Source: an optimization exercise on an open RTL-to-GDS flow (aim: small area, a short achievable clock period and few clock cycles). Production flows keep margins and buffers that such runs may drop.
Only simulation tests tie the RTL to the original design; equivalence was not proved.
Power and IR drop assume default switching activity.

oak:
Design row_accum_top, start of the top module:
module row_accum_top (
    input  logic                 clk,
    input  logic                 rst_n,
    input  logic                 in_valid,
    output logic                 in_ready,
    input  row_accum_pkg::val_t  in_val,
    input  row_accum_pkg::row_t  in_row,
    input  row_accum_pkg::col_t  in_col,
    input  logic                 in_last,
    output logic                 out_valid,
    input  logic                 out_ready,
    output row_accum_pkg::val_t  out_val,
    output row_accum_pkg::col_t  out_col,
    output logic                 out_last,
    output logic                 row_done
);
For scale: ~4,900 cells after synthesis, about 99 I/O pins, ~68,000 sq um of cells after synthesis.
export LEC_CHECK = 0
export ABC_CLOCK_PERIOD_IN_PS = 3500
export CAP_MARGIN = 20
export CELL_PAD_IN_SITES_DETAIL_PLACEMENT = 1
export CELL_PAD_IN_SITES_GLOBAL_PLACEMENT = 2
export CORE_MARGIN = 2
export CORE_UTILIZATION = 45
export CTS_CLUSTER_DIAMETER = 80
export CTS_CLUSTER_SIZE = 22
export PLACE_DENSITY = 0.55
export SETUP_SLACK_MARGIN = 5
export SLEW_MARGIN = 20
create_clock -name core_clock -period 10.0 [get_ports {clk}]
standard.sh (not shown) runs the stock make flow with config.mk's settings and CLKGATE_MAP_FILE= SYNTH_SCRIPT=/design/flow/synth_recipe.tcl, a recipe that flattens the netlist after the stock synthesis.
==> flow/flow/run.sh <==
#!/bin/bash
set -euo pipefail
bash standard.sh SETUP_SLACK_MARGIN=6.5 finish > make_finish.log 2>&1
Testbench counts of oak, summed over its fixed seeds: cycles 12,303.
### oak -> pine
==> flow/flow/run.sh <==
#!/bin/bash
set -euo pipefail
bash standard.sh SETUP_SLACK_MARGIN=6.4 finish > make_finish.log 2>&1
Via count delta (oak -> pine): insignificant. Final cell count across oak and pine: no real change. [pine] number of detailed-routing iterations run before antenna repair rose 1 relative to oak. pine against oak: total power of the final layout has remained practically unchanged, count of non-CTS buffers in the layout was more or less identical, core utilization closely matched the old numbers. [compare] base=oak new=pine: clock power share increased by 0.3 points relative to the old numbers; wire length increased by 0.44% relative to the old numbers. From pine to oak, max-slew violation total from the final report did not move at all. Smallest setup slack after layout on pine is down relative to oak.

========
## tundra
Another version of the RTL of row_accum_top (not shown whole).
Size: ~4,900 cells after synthesis, roughly 1,600 flip-flops, ~99 I/O pins.
Settings: LEC_CHECK=0, ABC_CLOCK_PERIOD_IN_PS=3500, CAP_MARGIN=20, CELL_PAD_IN_SITES_DETAIL_PLACEMENT=1, CELL_PAD_IN_SITES_GLOBAL_PLACEMENT=2, CORE_MARGIN=2, CORE_UTILIZATION=45, CTS_CLUSTER_DIAMETER=80, CTS_CLUSTER_SIZE=22, PLACE_DENSITY=0.55, SETUP_SLACK_MARGIN=5, SLEW_MARGIN=20; clock period 10.0 ns.
==> flow/flow/run.sh <==
#!/bin/bash
set -euo pipefail
bash standard.sh SETUP_SLACK_MARGIN=6.6 finish > make_finish.log 2>&1
Testbench counts of tundra, summed over its fixed seeds: cycles 12,303.
Inputs modified between tundra and indigo:
==> flow/flow/run.sh <==
#!/bin/bash
set -euo pipefail
bash standard.sh SETUP_SLACK_MARGIN=6.7 finish > make_finish.log 2>&1
==> comparison <==
Of indigo and tundra, tundra shows the higher transition time at the pin with the least slew margin, with indigo below it. | count of clock-net buffers in the final layout | indigo vs tundra | 2 lower |. STATUS clock period minus final worst setup slack: indigo wins against tundra. Status: adder-cell share of the synthesized area parity (indigo, tundra). Per the comparison of indigo with tundra, worst hold slack across all endpoints went down 0.023 ns; design area went up 300 µm²; final worst setup slack went up 0.016 ns. Delta (indigo minus tundra): combinational share of power rose by 0.5 points, core utilization went up 0.20 points.
[inputs] fjord vs indigo
==> flow/flow/run.sh <==
#!/bin/bash
set -euo pipefail
bash standard.sh SETUP_SLACK_MARGIN=6.4 finish > make_finish.log 2>&1
--- a/flow/config.mk
+++ b/flow/config.mk
@@ -13 +13 @@
-export CORE_UTILIZATION = 45
+export CORE_UTILIZATION = 55
@@ -16 +16 @@
-export PLACE_DENSITY = 0.55
+export PLACE_DENSITY = 0.65
Results
In fjord, highest clock frequency the design can meet is lower than in indigo. Comparing the two runs side by side, fjord comes out ahead of indigo on worst hold slack. Compared with indigo, fjord shows a lower final instance area.
Modified inputs, ember compared to fjord
==> flow/flow/run.sh <==
#!/bin/bash
set -euo pipefail
bash standard.sh SETUP_SLACK_MARGIN=6.5 finish > make_finish.log 2>&1
--- a/flow/config.mk
+++ b/flow/config.mk
@@ -13 +13 @@
-export CORE_UTILIZATION = 55
+export CORE_UTILIZATION = 45
@@ -16 +16 @@
-export PLACE_DENSITY = 0.65
+export PLACE_DENSITY = 0.55
ember against fjord: clock buffer count in the final layout higher; core utilization lower; shortest period the worst path allows has decreased.
In the reports for fjord and ember, the smaller post-detailed-routing wire length belongs to fjord.
Of fjord and ember, the higher via-per-instance ratio belongs to fjord.
On signed area change from the synthesized netlist to the final layout: between fjord and ember, it ends up higher for ember.
Per the comparison of ember with fjord, clock power +13%, top achievable clock speed +21 MHz, net load switching power +0.00054 W.
Sort fjord and ember by aggregate global-route resource usage asc -> top: ember
Summary of the comparison: sequential portion of the cell area is lower in ember, relative to fjord.
[inputs] yarrow vs ember
==> flow/flow/run.sh <==
#!/bin/bash
set -euo pipefail
bash standard.sh SETUP_SLACK_MARGIN=6.4 finish > make_finish.log 2>&1
--- a/flow/config.mk
+++ b/flow/config.mk
@@ -7,0 +8 @@
+export ABC_AREA = 1
yarrow was carried through to the last stage, and its layout satisfied the timing, design-rule and antenna checks. Between ember and yarrow, die boundary width is lower for ember, yarrow comes in above that. yarrow vs ember on first-iteration DRC count: yarrow is the higher one. Relative to ember, combinational share of power has increased by 0.2 points in yarrow. Critical path depth: lower on ember. Of the two candidates, ember has the worse headroom to the max-slew limit and yarrow the better one. Of ember and yarrow, ember shows the lower pre-CTS worst setup slack, with yarrow above it. yarrow -> ember: number of flops mapped to enable cells by yosys delta 0, exact match. Of ember and yarrow, yarrow shows the lower power per cell area, with ember above it. Taking ember over yarrow, the average footprint of a synthesized cell ratio works out to 1.3. Compared with ember, yarrow shows smallest setup slack after layout lower by 0.053 ns.

-- re-timing with driven ports --
How much do the figures lean on ideal ports? The routed layouts below were timed once more, with nothing changed but the port constraints. Step 1 sets driving cells, clkbuf_16 on the clock port and buf_2 on the other inputs (assumed; they add their load-dependent delay and slew). Step 2 also shifts input and output timing later by t, the mid clock arrival at the registers, as if the neighbouring blocks saw the same clock. Slacks: ideal / step 1 / step 2; pairs: ideal / step 1.
run	t (ns)	setup WS [ns]	worst setup path after step 2
oak	0.851	6.358 / 6.358 / 5.817	input to register
pine	0.846	6.267 / 6.267 / 5.665	input to register
tundra	0.855	6.496 / 6.404 / 5.881	input to register
indigo	0.851	6.511 / 6.431 / 5.977	input to register
fjord	0.841	6.220 / 6.220 / 5.743	input to register
ember	0.855	6.493 / 6.411 / 5.817	input to register
yarrow	0.887	6.440 / 6.366 / 5.703	input to register
After both steps every run listed still meets setup and hold. For yarrow, which loses most, drivers alone change the setup slack by -0.074 ns; drivers and shift together by -0.737 ns.
